This design comes from an exercise in tuning for small area on the open sky130 flow, not from production work. In this exercise RTL edits were held to simulation tests only and were not proved equivalent to the original. Power and IR drop assume default switching activity.

[flow/flow/run.sh]
#!/bin/bash
# Standard ORFS layout with two changes: input/output ports get the smallest
# buffer (buf_1) instead of the resizer's default pick, and clock tree
# synthesis clusters up to 16 sinks per clkbuf_8 leaf buffer without dummy
# balancing loads.
set -euo pipefail
export BUFFER_PORTS_ARGS="-buffer_cell sky130_fd_sc_hd__buf_1"
export CTS_ARGS="-sink_clustering_enable -repair_clock_nets -dont_use_dummy_load -sink_clustering_size 16 -sink_clustering_max_diameter 60 -buf_list {sky130_fd_sc_hd__clkbuf_8}"
bash standard.sh > flow.log 2>&1
[flow/config.mk]
export PLATFORM = sky130hd
export DESIGN_NAME = branch_predictor
export DESIGN_NICKNAME = branch_predictor
export VERILOG_FILES = /design/flow/design.v
export SDC_FILE = /design/flow/constraint.sdc
export NUM_CORES = 4
export LEC_CHECK = 0
export CAP_MARGIN = 20
export CORE_MARGIN = 2
export CORE_UTILIZATION = 60
export SETUP_SLACK_MARGIN = 0.3
export SLEW_MARGIN = 20
export SYNTH_HIERARCHICAL = 1
[flow/design.v]
module branch_predictor #(
  parameter int unsigned ADDR_W  = 32,
  parameter int unsigned ENTRIES = 64,
  parameter int unsigned TAG_W   = 8,
  parameter int unsigned MODE    = 1,
  parameter int unsigned HIST_W  = 6,
  parameter int unsigned CNT_W   = 16
) (
  input  logic              clk_i,
  input  logic              rst_i,
  input  logic [ADDR_W-1:0] lookup_pc_i,
  output logic              pred_hit_o,
  output logic              pred_taken_o,
  output logic [ADDR_W-1:0] pred_target_o,
  output logic [HIST_W-1:0] pred_hist_o,
  input  logic              update_valid_i,
  input  logic [ADDR_W-1:0] update_pc_i,
  input  logic [HIST_W-1:0] update_hist_i,
  input  logic              update_taken_i,
  input  logic [ADDR_W-1:0] update_target_i,
  input  logic              update_pred_taken_i,
  output logic [CNT_W-1:0]  branch_cnt_o,
  output logic [CNT_W-1:0]  mispred_cnt_o
);
  localparam int unsigned IDX_W = $clog2(ENTRIES);
  logic [ENTRIES-1:0] validQ;
  logic [ENTRIES-1:0][TAG_W-1:0]  tagQ;
  logic [ENTRIES-1:0][ADDR_W-1:0] targetQ;
  logic [ENTRIES-1:0][1:0]        cntQ;
  logic [HIST_W-1:0]  ghrQ;
  logic [CNT_W-1:0]   branchCnt;
  logic [CNT_W-1:0]   mispredCnt;
  logic [IDX_W-1:0]  lookupIdx, updIdx;
  logic [TAG_W-1:0]  lookupTag, updTag;
  logic              lookupHit, lookupTaken, updHit;
  logic [1:0]        updCnt, newCnt;
  logic              updFire, wrTaken, wrCnt;
  assign lookupTag = lookup_pc_i[IDX_W+TAG_W+1:IDX_W+2];
  assign updTag    = update_pc_i[IDX_W+TAG_W+1:IDX_W+2];
  assign lookupIdx = lookup_pc_i[IDX_W+1:2] ^ IDX_W'(ghrQ);
  assign updIdx    = update_pc_i[IDX_W+1:2] ^ IDX_W'(update_hist_i);
  logic [ENTRIES-1:0] lkSel, upSel;
  always_comb begin
    for (int i = 0; i < ENTRIES; i++) begin
      lkSel[i] = (lookupIdx == IDX_W'(i));
      upSel[i] = (updIdx == IDX_W'(i));
    end
  end
  localparam int unsigned RD_W = 1 + TAG_W + ADDR_W + 2;   
  logic [RD_W-1:0][ENTRIES-1:0] colQ;
  for (genvar i = 0; i < ENTRIES; i++) begin : g_col
    logic [RD_W-1:0] ent;
    assign ent = {validQ[i], tagQ[i], targetQ[i], cntQ[i]};
    for (genvar b = 0; b < RD_W; b++) begin : g_b
      assign colQ[b][i] = ent[b];
    end
  end
  logic [RD_W-1:0] lkRd, upRd;
  for (genvar b = 0; b < RD_W; b++) begin : g_rd
    if (b != 0) begin : g_lk
      bp_rdmux #(.N(ENTRIES)) u_lk (.sel_i(lkSel), .d_i(colQ[b]), .y_o(lkRd[b]));
    end else begin : g_lk0
      assign lkRd[b] = 1'b0;
    end
    if (b < 2 || b >= 2 + ADDR_W) begin : g_up
      bp_rdmux #(.N(ENTRIES)) u_up (.sel_i(upSel), .d_i(colQ[b]), .y_o(upRd[b]));
    end else begin : g_up0
      assign upRd[b] = 1'b0;
    end
  end
  logic [ADDR_W-1:0]  lkTarget;
  logic [TAG_W-1:0]   lkTagQ, upTagQ;
  logic               lkValid, lkCnt1, upValid;
  assign {lkValid, lkTagQ, lkTarget, lkCnt1} = lkRd[RD_W-1:1];
  assign upValid = upRd[RD_W-1];
  assign upTagQ  = upRd[RD_W-2 -: TAG_W];
  assign updCnt  = upRd[1:0];
  assign lookupHit   = lkValid && (lkTagQ == lookupTag);
  assign lookupTaken = lookupHit && lkCnt1;
  assign updHit      = upValid && (upTagQ == updTag);
  assign pred_hit_o    = lookupHit;
  assign pred_taken_o  = lookupTaken;
  assign pred_target_o = lookupTaken ? lkTarget
                                     : lookup_pc_i + ADDR_W'(4);
  assign pred_hist_o   = ghrQ;
  assign branch_cnt_o  = branchCnt;
  assign mispred_cnt_o = mispredCnt;
  always_comb begin
    if (!updHit)             newCnt = 2'b10;
    else if (update_taken_i) newCnt = (updCnt == 2'b11) ? 2'b11 : updCnt + 2'd1;
    else                     newCnt = (updCnt == 2'b00) ? 2'b00 : updCnt - 2'd1;
  end
  assign updFire = update_valid_i && rst_i;
  assign wrTaken = updFire && update_taken_i;
  assign wrCnt   = updFire && (updHit || update_taken_i);
  for (genvar i = 0; i < ENTRIES; i++) begin : g_ent
    logic ldTT, ldC;
    assign ldTT = wrTaken && upSel[i];
    assign ldC  = wrCnt && upSel[i];
    logic [TAG_W+ADDR_W-1:0] dTT, qTT;
    assign dTT = {updTag, update_target_i};
    assign {tagQ[i], targetQ[i]} = qTT;
    for (genvar b = 0; b < TAG_W + ADDR_W; b++) begin : g_tt
      bp_store u_bit (.clk_i, .ld_i(ldTT), .keep_i(!ldTT), .d_i(dTT[b]), .q_o(qTT[b]));
    end
    for (genvar b = 0; b < 2; b++) begin : g_cnt
      bp_store u_bit (.clk_i, .ld_i(ldC), .keep_i(!ldC), .d_i(newCnt[b]), .q_o(cntQ[i][b]));
    end
  end
  always_ff @(posedge clk_i) begin
    if (!rst_i) begin
      validQ     <= '0;
      ghrQ       <= '0;
      branchCnt  <= '0;
      mispredCnt <= '0;
    end else if (update_valid_i) begin
      if (update_taken_i) validQ[updIdx] <= 1'b1;
      ghrQ <= HIST_W'({ghrQ, update_taken_i});
      if (branchCnt != '1) branchCnt <= branchCnt + CNT_W'(1);
      if ((update_pred_taken_i != update_taken_i) && (mispredCnt != '1))
        mispredCnt <= mispredCnt + CNT_W'(1);
    end
  end
endmodule
module bp_store (
  input  logic clk_i,
  input  logic ld_i,
  input  logic keep_i,
  input  logic d_i,
  output logic q_o
);
  always_ff @(posedge clk_i) q_o <= (d_i & ld_i) | (q_o & keep_i);
endmodule
module bp_rdmux #(
  parameter int unsigned N = 64
) (
  input  logic [N-1:0] sel_i,
  input  logic [N-1:0] d_i,
  output logic         y_o
);
  localparam int unsigned G = N / 3;
  localparam int unsigned R = N % 3;
  logic [G + (R > 0 ? 1 : 0) - 1:0] termN;
  for (genvar g = 0; g < G; g++) begin : g_aoi
    bp_aoi222 u_aoi (
      .a0_i(sel_i[3*g]),   .b0_i(d_i[3*g]),
      .a1_i(sel_i[3*g+1]), .b1_i(d_i[3*g+1]),
      .a2_i(sel_i[3*g+2]), .b2_i(d_i[3*g+2]),
      .y_o(termN[g]));
  end
  if (R == 1) begin : g_r1
    assign termN[G] = !(sel_i[N-1] && d_i[N-1]);
  end else if (R == 2) begin : g_r2
    assign termN[G] = !((sel_i[N-2] && d_i[N-2]) || (sel_i[N-1] && d_i[N-1]));
  end
  assign y_o = !(&termN);
endmodule
module bp_aoi222 (
  input  logic a0_i, b0_i, a1_i, b1_i, a2_i, b2_i,
  output logic y_o
);
  assign y_o = !((a0_i && b0_i) || (a1_i && b1_i) || (a2_i && b2_i));
endmodule
[flow/standard.sh]
#!/bin/bash
# synth_recipe.tcl (not shown) runs the flow's synth.tcl, then flattens the netlist and writes it again
# the make line also repeats each setting of config.mk as NAME=value (left out here)
make -C /OpenROAD-flow-scripts/flow DESIGN_CONFIG=/design/flow/config.mk WORK_HOME=/design/flow/orfs CLKGATE_MAP_FILE= SYNTH_SCRIPT=/design/flow/synth_recipe.tcl "${@:-finish}"
[flow/constraint.sdc]
create_clock -name core_clock -period 10.0 [get_ports {clk_i}]
set_input_delay 2.0000 -clock core_clock [delete_from_list [all_inputs] [get_ports {clk_i}]]
set_output_delay 2.0000 -clock core_clock [all_outputs]
set_load 0.01 [all_outputs]
==> impl_metrics.csv <==
group,metric,value,unit
outcome,status,"timing/DRC/antenna clean",
logic_synthesis,synth_edf_count,0,
logic_synthesis,synthTopCellsByArea,"dfxtp_1 (56%), a22o_1 (24%), a222oi_1 (11%)",
floorplan,initial_core_util,60.28,%
logic_synthesis,synth_ff_type,"dfxtp_1",
cts,cts_buffer_depth,3,
logic_synthesis,synth_top_area_share,56.35,%
floorplan,rows,149,
place,dpl.hpwl,250.0,mm
power,leakage,40.42,nW
logic_synthesis,yosys.area.top_type,"dfxtp_1",
drt,drcViolationCount,0,
logic_synthesis,synth_mux_area_share,0.1225,%
global_routing,grt-ovfl-total,0,
logic_synthesis,synth.net_count,8249,
power,ir_worst_vdd,0.1657,mV
sta,clock.fmax,0.1062,GHz
cts,ctsResizeCount,0,
sta,setup_ws,579.9,ps
setup_path,cp.required,8000,ps
global_routing,grt.total_usage,47.26,%
cts,postCtsSetupBuffers,0,
logic_synthesis,synth_seq_area_share,56.35,%
global_routing,antenna_found_initial,22,
global_routing,grt_max_degree,75,
logic_synthesis,synth_warnings,8,
cts,root_buffer,"clkbuf_8",
cts,h-tree-depth,4,
power,finalPower,0.01954,W
layout,layout.nets,8867,
logic_synthesis,synth_top_family_by_area,"compound AO/OA/AOI/OAI gates",
logic_synthesis,synth_xor_area_share,0.8130,%
setup_path,start_kind,"input port",
sta,hold_violations,0,
cts,cts.sinks,2790,
logic_synthesis,ys_ff_latch,2790,
floorplan,die_x,410.4,µm
drt,routed_via_density,8.299,
global_routing,grt_pass1_vias,85440,
cts,cts_tree,"yes",
cts,cts.clk_slew.worst_paths,90,ps
setup_path,arrival,7420,ps
logic_synthesis,synthDistinctLibCells,69,
logic_synthesis,netlist_instances,8135,
cts,cts_inserted_buffers,202,
sta,fin_skew,92.09,ps
layout,fillers,12630,
power,power_density,180.0,nW/µm²
place,gp_congestion,1.025,
sta,fin_tns_setup,0,ps
drt,drtPass1Iterations,14,
logic_synthesis,synth-simple-area-share,5.336,%
place,numPortBuffers,160,
layout,area_growth,9.540,%
layout,multiInputGateArea,43590,µm²
drt,via_count,90900,
cts,cts-hold-fix-buffers,0,
logic_synthesis,syn-cell-area,99110,µm²
drt,wl_per_cell,38.03,µm
run,cap_viol_max_count,0,
floorplan,dieArea,168500,µm²
sta,setup_violations,0,
drt,drtIter0Drc,19060,
layout,register_area,55850,µm²
worst_hold_path,hp-class,"reg -> reg",
cts,clkLatencyLatePin,1050,ps
setup_path,cp_max_fo,56,
logic_synthesis,synth_compound_area_share,36.59,%
logic_synthesis,synthAdderAreaFrac,0.09847,%
sta,rsz0062_at_grt,"no",
drt,ant_nets,0,
setup_path,crit_path_end_kind,"output pin",
sta,worstMarginPinSlew,1282,ps
place,dp_slack,1062,ps
sta,fin_crit_sh,94.20,%
logic_synthesis,synthArstFlopShare,0,%
logic_synthesis,post_synth.cell_area_avg,12.18,µm²
layout,drive_above_1_share,9.085,%
global_routing,grt_pass1_wl,595.9,mm
drt,wirelength,416.5,mm
sta,fin_crit,9420,ps
setup_path,path_class,"in -> out",
sta,slew_viol_final,0,
sta,slew_headroom,14.00,%
floorplan,ios,179,
floorplan,coreArea,164400,µm²
floorplan,die_y,410.4,µm
==> flip-flops by register name (all words and copies together), names as in the netlist <==
name                   flops
g_ent.g_cnt.u_bit.q_o    128
g_ent.g_tt.u_bit.q_o    2560
validQ                    64
branchCnt                 16
mispredCnt                16
ghrQ                       6
==> layer usage <==
| metal | vias to the layer above | global-route usage (%) | share of wire [%] |
|---|---|---|---|
| li1 | 36750 | - | - |
| met2 | 8009 | 64.53 | 40 |
| met3 | 1440 | 18.57 | 16 |
| met5 | - | 0 | 0.040 |
| met4 | 24 | 32.10 | 7.8 |
| met1 | 44680 | 61.11 | 36 |
==> synth_stat cells (4+ instances only) <==
| library cell | number |
|---|---|
| nand4_1 | 234 |
| and3_1 | 18 |
| nor3_1 | 127 |
| o31ai_2 | 4 |
| nor4_1 | 61 |
| xor2_1 | 48 |
| xnor2_1 | 31 |
| a21oi_1 | 33 |
| xor2_2 | 5 |
| a32o_1 | 27 |
| nand2b_1 | 5 |
| o21ai_2 | 4 |
| a22o_1 | 2696 |
| nor2_1 | 182 |
| nand2_1 | 282 |
| mux2i_1 | 11 |
| o211ai_1 | 4 |
| o21ai_0 | 19 |
| a21boi_0 | 4 |
| clkbuf_1 | 68 |
| nand3_1 | 95 |
| ha_1 | 7 |
| buf_1 | 7 |
| a31oi_1 | 4 |
| nor2b_1 | 6 |
| and4_1 | 6 |
| and2_1 | 30 |
| dfxtp_1 | 2790 |
| a222oi_1 | 1113 |
| buf_2 | 8 |
| inv_1 | 77 |
| o21ai_1 | 14 |
| a211oi_1 | 57 |
==> worst max-delay path, cell delays in order <==
cell,delay [ps]
buf_1,590
xor2_1,240
nor2_1,120
nand2_1,560
nor2_4,390
a222oi_1,440
nand4_1,380
nor4_1,850
nand2_1,320
xor2_1,240
nor4_1,270
nand4_1,140
buf_4,340
a21oi_1,280
buf_1,200
==> cell usage in the layout (no fill, tap or decap), drive strengths merged, types with 5 or more instances in the layout <==
cell / instances
a31oi: 5
nor2: 185
and3: 19
a211oi: 62
nand2b: 5
mux2i: 11
xnor2: 33
and2: 30
inv: 63
a21oi: 34
buf: 498
diode: 13
clkinv: 15
nand4: 234
a32o: 27
nand2: 282
a222oi: 1113
nand3: 96
dfxtp: 2790
a22o: 2696
nor3: 127
clkbuf: 209
ha: 7
o21ai: 37
and4: 6
nor2b: 6
xor2: 53
nor4: 64
==> Yosys stat by module, one instance, submodules excluded, a selection <==
module / flip-flops and latches / copies in the design / cell area, µm²
bp_store: 1 / 2688 / 28.78
bp_aoi222: 0 / 1113 / 10.01
branch_predictor: 102 / 1 / 7899
==> through the flow <==
step                util (%)  hold WS (ps)  std cells  cell area, µm²
global placement       64.26         454.5      10730          105700
CTS                    65.96         474.7      10940          108500
floorplan                  -         439.5       8135           99110
detailed placement     64.27         453.0      10730          105700
finish                 66.03         475.5      10950          108600
global route           66.02         490.4      10950          108600
==> worst paths after layout <==
check	startpoint	end	slack (ps)	cells past startpoint
worst max-delay path	lookup_pc_i[4]	pred_target_o[7]	580	15
worst min-delay path	validQ[33]$_SDFFE_PN0P_	validQ[33]$_SDFFE_PN0P_	480	2
worst max register to register	g_ent[33].g_tt[37].u_bit.q_o$_DFF_P_	g_ent[8].g_cnt[0].u_bit.q_o$_DFF_P_	5320	10
worst min register to register	validQ[33]$_SDFFE_PN0P_	validQ[33]$_SDFFE_PN0P_	480	2
==> report_power, final <==
group	switching (W)	internal, W	total (W)
registers	0.000539	0.0120	0.0125
clock network	0.00353	0.00180	0.00533
logic	0.000959	0.000737	0.00170
total	0.00502	0.0145	0.0195
==> cell type report <==
class | count | share of cell area (%)
Tap cell | 2189 | 2.523
Clock buffer | 202 | 2.561
Timing Repair Buffer | 505 | 3.017
Multi-Input combinational cell | 5176 | 40.15
Sequential cell | 2790 | 51.45
Inverter | 78 | 0.2697
Antenna cell | 13 | 0.02996
==> cell families (layout without fill, tap and decap cells) <==
logic type                 after synthesis  after routing
AOI/OAI and AO/OA                     4007           4007
DFF                                   2790           2790
and+or+nand+nor                       1063           1063
buffers and inverters                  169            785
xor gates and xnor gates                86             86
muxes                                   12             12
adders and majority gates                8              8
other                                    0             13

[port drivers added, routing unchanged]
No port has a modelled driver above. Below, the same layout with a new extraction and two added sets of constraints.
Step 1 sets driving cells, clkbuf_16 on the clock port and buf_2 on the other inputs (assumed; they add their load-dependent delay and slew).
Step 2 also shifts input and output timing later by t, the mid clock arrival at the registers, as if the neighbouring blocks saw the same clock.
Slacks: ideal ports / drivers / drivers and shift; pairs: ideal ports / drivers.
shift t [ns]: 1.095
slack for setup (ns): 0.580 / 0.553 / 0.553
slew at the worst register clock pin (ns): 0.11 / 0.11
pins driven straight from the clock port: 1
After both steps setup and hold are still met in this run. The setup slack of this run moves by -0.027 ns with the drivers and by -0.027 ns with both steps.
